Context: an optimization exercise on an open-source flow, tuned for small area, a short achievable clock period and few clock cycles per item. The choices shown serve that exercise and are no tape-out recipe. RTL that was checked went through simulation tests only; none was proved equivalent to the original. Power figures rest on the tool's default switching activity, not on a simulated workload.

Setup of old:
==> module stream_reader_top, before the edit <==
module stream_reader_top (
    input  logic          clk_i,
    input  logic          rst_ni,
    input  logic          start_i,
    input  logic [255:0]  lane_cfg_i,
    output logic          done_o,
    output logic [31:0]   ar_addr_o,
    output logic          ar_valid_o,
    input  logic          ar_ready_i,
    input  logic [63:0]   r_data_i,
    input  logic          r_valid_i,
    output logic          r_ready_o,
    output logic [127:0]  data_o,
    output logic [3:0]    valid_o,
    input  logic [3:0]    ready_i
);
    localparam int unsigned NL    = stream_pkg::NODE_NUM;
    localparam int unsigned TRK_D = stream_pkg::MAX_OUTSTANDING;
    localparam int unsigned PTR_W = $clog2(TRK_D);
    logic        run_q;
    logic        issued_q;    
    logic [1:0]  nxt_q;       
    logic [31:2] addr_q;      
    logic [16:0] rem_q;       
    logic        zero_q;      
    logic [15:2] step_q;      
    logic        s4_q;        
    logic        first_q;     
    logic        trk_empty;
    logic [31:2] nxt_base;
    logic [15:0] nxt_size;
    logic [15:2] nxt_stride;
    logic        nxt_s4;
    logic        nxt_zero;
    logic [NL-1:0] has_words;
    logic [NL-1:0] lane_s4;
    logic        reading;
    logic        lane_end;
    logic        lane_load;
    logic        two;
    logic        ar_take;
    logic        trk_full_q;
    logic        drained;
    always_comb begin
        nxt_base   = lane_cfg_i[64*nxt_q+34 +: 30];
        nxt_size   = lane_cfg_i[64*nxt_q+16 +: 16];
        nxt_stride = lane_cfg_i[64*nxt_q+2 +: 14];
    end
    always_ff @(posedge clk_i) begin
        if (start_i) begin
            for (int l = 0; l < NL; l++) begin
                has_words[l] <= |lane_cfg_i[64*l+16 +: 16];
                lane_s4[l]   <= (lane_cfg_i[64*l+2 +: 14] == 14'd1);
            end
        end
    end
    assign nxt_s4   = start_i ? (lane_cfg_i[2 +: 14] == 14'd1) : lane_s4[nxt_q];
    assign nxt_zero = start_i ? (lane_cfg_i[16 +: 16] == '0) : !has_words[nxt_q];
    assign reading   = run_q && !issued_q;
    assign lane_end  = first_q ? zero_q : rem_q[16];
    assign lane_load = start_i || (reading && lane_end && nxt_q != '0);
    assign two = s4_q && !addr_q[2] && (first_q ? (rem_q > 17'd4) : (rem_q[15:2] != '0));
    logic [14:0] addr_lo_sum;
    logic [31:16] addr_hi_inc;
    logic [31:2] addr_step;
    assign addr_lo_sum = {1'b0, addr_q[15:2]} + {1'b0, step_q};
    assign addr_hi_inc = addr_q[31:16] + 1'b1;
    assign addr_step   = {addr_lo_sum[14] ? addr_hi_inc : addr_q[31:16], addr_lo_sum[13:0]};
    assign ar_valid_o = reading && !lane_end && !trk_full_q;
    assign ar_addr_o  = {addr_q[31:3], 3'b000};
    assign ar_take    = ar_valid_o && ar_ready_i;
    assign drained    = issued_q && trk_empty;
    assign done_o     = !run_q || drained;
    always_ff @(posedge clk_i or negedge rst_ni) begin
        if (!rst_ni) begin
            run_q    <= 1'b0;
            issued_q <= 1'b0;
            nxt_q    <= '0;
        end else begin
            if (start_i) begin
                run_q <= 1'b1;
            end else if (drained) begin
                run_q <= 1'b0;
            end
            if (lane_load) begin
                nxt_q    <= nxt_q + 1'b1;
                issued_q <= 1'b0;
            end else if (reading && lane_end) begin
                issued_q <= 1'b1;
            end
        end
    end
    always_ff @(posedge clk_i) begin
        if (lane_load) begin
            addr_q  <= nxt_base;
            rem_q   <= {1'b0, nxt_size};
            zero_q  <= nxt_zero;
            first_q <= 1'b1;
            s4_q   <= nxt_s4;
            step_q <= nxt_s4 ? (nxt_base[2] ? 14'd1 : 14'd2) : nxt_stride;
        end else if (ar_take) begin
            addr_q  <= addr_step;
            first_q <= 1'b0;
            rem_q  <= rem_q + ~{1'b0, step_q, 2'b00} + {16'b0, !first_q};
            if (s4_q) begin
                step_q <= 14'd2;
            end
        end
    end
    logic [1:0]       ring_q [TRK_D];
    logic [PTR_W-1:0] wr_q;
    logic [PTR_W-1:0] rd_q;
    logic             head_v;
    logic             ring_empty;
    logic [PTR_W-1:0] ring_cnt;
    logic [1:0]       rl_q;       
    logic [NL-1:0]    sel_q;
    logic             half_q;
    logic             last_q;
    logic [1:0]       entry;
    logic [1:0]       load;
    logic [NL-1:0]    lane_odd;
    logic [1:0]       load_lane;
    logic [NL-1:0]    pop_sel;
    logic             take;
    logic             pop;
    logic             to_head;
    logic             from_ring;
    assign entry     = {first_q, s4_q ? two : addr_q[2]};
    assign head_v     = |sel_q;
    assign trk_empty  = !head_v;
    assign ring_cnt   = wr_q - rd_q;
    assign ring_empty = (ring_cnt == '0);
    assign pop_sel = last_q ? sel_q : '0;
    assign take    = r_valid_i && |(ready_i & sel_q);
    assign pop     = r_valid_i && |(ready_i & pop_sel);
    assign to_head   = ar_take && (!head_v || (ring_empty && pop));
    assign from_ring = pop && !ring_empty;
    assign load      = from_ring ? ring_q[rd_q] : entry;
    for (genvar l = 0; l < NL; l++) begin : g_odd
        assign lane_odd[l] = lane_cfg_i[64*l+34];
    end
    always_comb begin
        load_lane = rl_q;
        if (load[1]) begin
            if (has_words[2'(rl_q + 2'd1)]) begin
                load_lane = rl_q + 2'd1;
            end else if (has_words[2'(rl_q + 2'd2)]) begin
                load_lane = rl_q + 2'd2;
            end else if (has_words[2'(rl_q + 2'd3)]) begin
                load_lane = rl_q + 2'd3;
            end
        end
    end
    always_ff @(posedge clk_i) begin
        ring_q[wr_q] <= entry;
    end
    always_ff @(posedge clk_i or negedge rst_ni) begin
        if (!rst_ni) begin
            wr_q       <= '0;
            rd_q       <= '0;
            rl_q       <= 2'(NL - 1);
            sel_q      <= '0;
            trk_full_q <= 1'b0;
            half_q     <= 1'b0;
            last_q     <= 1'b0;
        end else begin
            if (ar_take && !to_head) begin
                wr_q <= wr_q + 1'b1;
            end
            if (from_ring) begin
                rd_q <= rd_q + 1'b1;
            end
            trk_full_q <= !pop && (trk_full_q || (ar_take && head_v && 32'(ring_cnt) == TRK_D - 2));
            if (start_i) begin
                rl_q <= 2'(NL - 1);
            end else if (to_head || from_ring) begin
                rl_q <= load_lane;
            end
            if (to_head || from_ring) begin
                for (int l = 0; l < NL; l++) begin
                    sel_q[l] <= (load_lane == 2'(l));
                end
                if (lane_s4[load_lane]) begin
                    half_q <= load[1] && lane_odd[load_lane];
                    last_q <= !load[0];
                end else begin
                    half_q <= load[0];
                    last_q <= 1'b1;
                end
            end else if (pop) begin
                sel_q  <= '0;
            end else if (take) begin
                half_q <= 1'b1;
                last_q <= 1'b1;
            end
        end
    end
    assign r_ready_o = pop;
    for (genvar l = 0; l < NL; l++) begin : g_lane
        assign valid_o[l]         = r_valid_i && sel_q[l];
        assign data_o[32*l +: 32] = half_q ? r_data_i[63:32] : r_data_i[31:0];
    end
endmodule
export LEC_CHECK = 0
export CAP_MARGIN = 20
export CORE_MARGIN = 2
export CORE_UTILIZATION = 40
export SETUP_SLACK_MARGIN = 2.5
export SLEW_MARGIN = 20
create_clock -name core_clock -period 5.5 [get_ports {clk_i}]
standard.sh (not shown) runs the stock make flow with config.mk's settings and CLKGATE_MAP_FILE= SYNTH_SCRIPT=/design/flow/synth_recipe.tcl, a recipe that flattens the netlist after the stock synthesis.
==> flow/flow/run.sh <==
#!/bin/bash
# Standard layout, with the smallest plain buffer on every port and a
# clock tree of mid-size buffers without dummy loads
set -o pipefail
export BUFFER_PORTS_ARGS="-buffer_cell sky130_fd_sc_hd__buf_1"
export CTS_ARGS="-sink_clustering_enable -repair_clock_nets -dont_use_dummy_load -buf_list {sky130_fd_sc_hd__clkbuf_4 sky130_fd_sc_hd__clkbuf_8}"
bash standard.sh > standard.log 2>&1
old closes out successfully: all stages finished, all timing, DRC and antenna checks passed.
#### Input delta (new over old)
--- a/flow/design.v
+++ b/flow/design.v
@@ -299,22 +299,18 @@
     logic        run_q;
     logic        issued_q;    
     logic [1:0]  nxt_q;       
     logic [31:2] addr_q;      
     logic [16:0] rem_q;       
-    logic        zero_q;      
     logic [15:2] step_q;      
     logic        s4_q;        
     logic        first_q;     
     logic        trk_empty;
     logic [31:2] nxt_base;
     logic [15:0] nxt_size;
     logic [15:2] nxt_stride;
     logic        nxt_s4;
-    logic        nxt_zero;
-    logic [NL-1:0] has_words;
-    logic [NL-1:0] lane_s4;
     logic        reading;
     logic        lane_end;
     logic        lane_load;
     logic        two;
     logic        ar_take;
@@ -323,24 +319,15 @@
     always_comb begin
         nxt_base   = lane_cfg_i[64*nxt_q+34 +: 30];
         nxt_size   = lane_cfg_i[64*nxt_q+16 +: 16];
         nxt_stride = lane_cfg_i[64*nxt_q+2 +: 14];
     end
-    always_ff @(posedge clk_i) begin
-        if (start_i) begin
-            for (int l = 0; l < NL; l++) begin
-                has_words[l] <= |lane_cfg_i[64*l+16 +: 16];
-                lane_s4[l]   <= (lane_cfg_i[64*l+2 +: 14] == 14'd1);
-            end
-        end
-    end
-    assign nxt_s4   = start_i ? (lane_cfg_i[2 +: 14] == 14'd1) : lane_s4[nxt_q];
-    assign nxt_zero = start_i ? (lane_cfg_i[16 +: 16] == '0) : !has_words[nxt_q];
+    assign nxt_s4 = (nxt_stride == 14'd1);
     assign reading   = run_q && !issued_q;
-    assign lane_end  = first_q ? zero_q : rem_q[16];
+    assign lane_end  = rem_q[16];
     assign lane_load = start_i || (reading && lane_end && nxt_q != '0);
-    assign two = s4_q && !addr_q[2] && (first_q ? (rem_q > 17'd4) : (rem_q[15:2] != '0));
+    assign two = s4_q && !addr_q[2] && (rem_q[15:2] != '0);
     logic [14:0] addr_lo_sum;
     logic [31:16] addr_hi_inc;
     logic [31:2] addr_step;
     assign addr_lo_sum = {1'b0, addr_q[15:2]} + {1'b0, step_q};
     assign addr_hi_inc = addr_q[31:16] + 1'b1;
@@ -370,54 +357,58 @@
         end
     end
     always_ff @(posedge clk_i) begin
         if (lane_load) begin
             addr_q  <= nxt_base;
-            rem_q   <= {1'b0, nxt_size};
-            zero_q  <= nxt_zero;
+            rem_q   <= {1'b0, nxt_size} - 17'd1;
             first_q <= 1'b1;
             s4_q   <= nxt_s4;
             step_q <= nxt_s4 ? (nxt_base[2] ? 14'd1 : 14'd2) : nxt_stride;
         end else if (ar_take) begin
             addr_q  <= addr_step;
             first_q <= 1'b0;
-            rem_q  <= rem_q + ~{1'b0, step_q, 2'b00} + {16'b0, !first_q};
+            rem_q  <= rem_q - {1'b0, step_q, 2'b00};
             if (s4_q) begin
                 step_q <= 14'd2;
             end
         end
     end
     logic [1:0]       ring_q [TRK_D];
     logic [PTR_W-1:0] wr_q;
     logic [PTR_W-1:0] rd_q;
-    logic             head_v;
-    logic             ring_empty;
-    logic [PTR_W-1:0] ring_cnt;
+    logic [PTR_W:0]   cnt_q;
     logic [1:0]       rl_q;       
     logic [NL-1:0]    sel_q;
     logic             half_q;
     logic             last_q;
     logic [1:0]       entry;
     logic [1:0]       load;
+    logic [NL-1:0]    lane_s4;
     logic [NL-1:0]    lane_odd;
+    logic [NL-1:0]    has_words;
     logic [1:0]       load_lane;
     logic [NL-1:0]    pop_sel;
     logic             take;
     logic             pop;
     logic             to_head;
     logic             from_ring;
     assign entry     = {first_q, s4_q ? two : addr_q[2]};
-    assign head_v     = |sel_q;
-    assign trk_empty  = !head_v;
-    assign ring_cnt   = wr_q - rd_q;
-    assign ring_empty = (ring_cnt == '0);
+    assign trk_empty = (cnt_q == '0);
     assign pop_sel = last_q ? sel_q : '0;
     assign take    = r_valid_i && |(ready_i & sel_q);
     assign pop     = r_valid_i && |(ready_i & pop_sel);
-    assign to_head   = ar_take && (!head_v || (ring_empty && pop));
-    assign from_ring = pop && !ring_empty;
+    assign to_head   = ar_take && ((cnt_q == '0) || ((cnt_q == 1) && pop));
+    assign from_ring = pop && (cnt_q > 1);
     assign load      = from_ring ? ring_q[rd_q] : entry;
+    always_ff @(posedge clk_i) begin
+        for (int l = 0; l < NL; l++) begin
+            if (lane_load && nxt_q == 2'(l)) begin
+                has_words[l] <= (nxt_size != '0);
+                lane_s4[l]   <= nxt_s4;
+            end
+        end
+    end
     for (genvar l = 0; l < NL; l++) begin : g_odd
         assign lane_odd[l] = lane_cfg_i[64*l+34];
     end
     always_comb begin
         load_lane = rl_q;
@@ -436,10 +427,11 @@
     end
     always_ff @(posedge clk_i or negedge rst_ni) begin
         if (!rst_ni) begin
             wr_q       <= '0;
             rd_q       <= '0;
+            cnt_q      <= '0;
             rl_q       <= 2'(NL - 1);
             sel_q      <= '0;
             trk_full_q <= 1'b0;
             half_q     <= 1'b0;
             last_q     <= 1'b0;
@@ -448,11 +440,16 @@
                 wr_q <= wr_q + 1'b1;
             end
             if (from_ring) begin
                 rd_q <= rd_q + 1'b1;
             end
-            trk_full_q <= !pop && (trk_full_q || (ar_take && head_v && 32'(ring_cnt) == TRK_D - 2));
+            trk_full_q <= !pop && (trk_full_q || (ar_take && 32'(cnt_q) == TRK_D - 1));
+            if (ar_take && !pop) begin
+                cnt_q <= cnt_q + 1'b1;
+            end else if (!ar_take && pop) begin
+                cnt_q <= cnt_q - 1'b1;
+            end
             if (start_i) begin
                 rl_q <= 2'(NL - 1);
             end else if (to_head || from_ring) begin
                 rl_q <= load_lane;
             end
==> notes.md <==
Summary: with old as the reference, fmax in new moved up slightly.
Between new and old, it is new whose sequential share of layout area is higher, by 0.77 points.
step_q[2]$_SDFFCE_PP0P_ as the worst setup path startpoint was reported by old, and addr_q[2]$_DFFE_PP_ by new.
In new, the routed length on met3 came out about 30% below the value in old.
In new relative to old, number of enable flip-flop cells after synthesis had gone down slightly.
Relative to old, the power consumed by the clock network measured on new has decreased by a few percent.
Utilization (new over old): decrease, 0.60 points
Diff old -> new | wire length of the first global-routing pass | down by more than 10%
Testbench counts of new, summed over its fixed seeds: cycles 28,101, words 20,790.
Only the layout flow was run in old; the RTL was not checked for function there.

-- afterwards: timing with drivers on the ports --
In the flow no input, the clock included, has a driving cell. The finished layouts below were timed again as built, in two steps. Step 1 sets driving cells, clkbuf_16 on the clock port and buf_2 on the other inputs (assumed; they add their load-dependent delay and slew). Step 2 also shifts input and output timing later by t, the mid clock arrival at the registers, as if the neighbouring blocks saw the same clock. Slacks: ideal / step 1 / step 2; pairs: ideal / step 1.
run | shift t [ns] | setup WS [ns] | worst setup path after step 2 | slew at the worst register clock pin (ns)
old | 0.479 | 2.537 / 2.537 / 2.279 | input to register | 0.09 / 0.09
new | 0.475 | 2.580 / 2.559 / 2.179 | input to register | 0.07 / 0.07
After both steps every run listed still meets setup and hold. For new, which loses most, drivers alone change the setup slack by -0.021 ns; drivers and shift together by -0.401 ns.
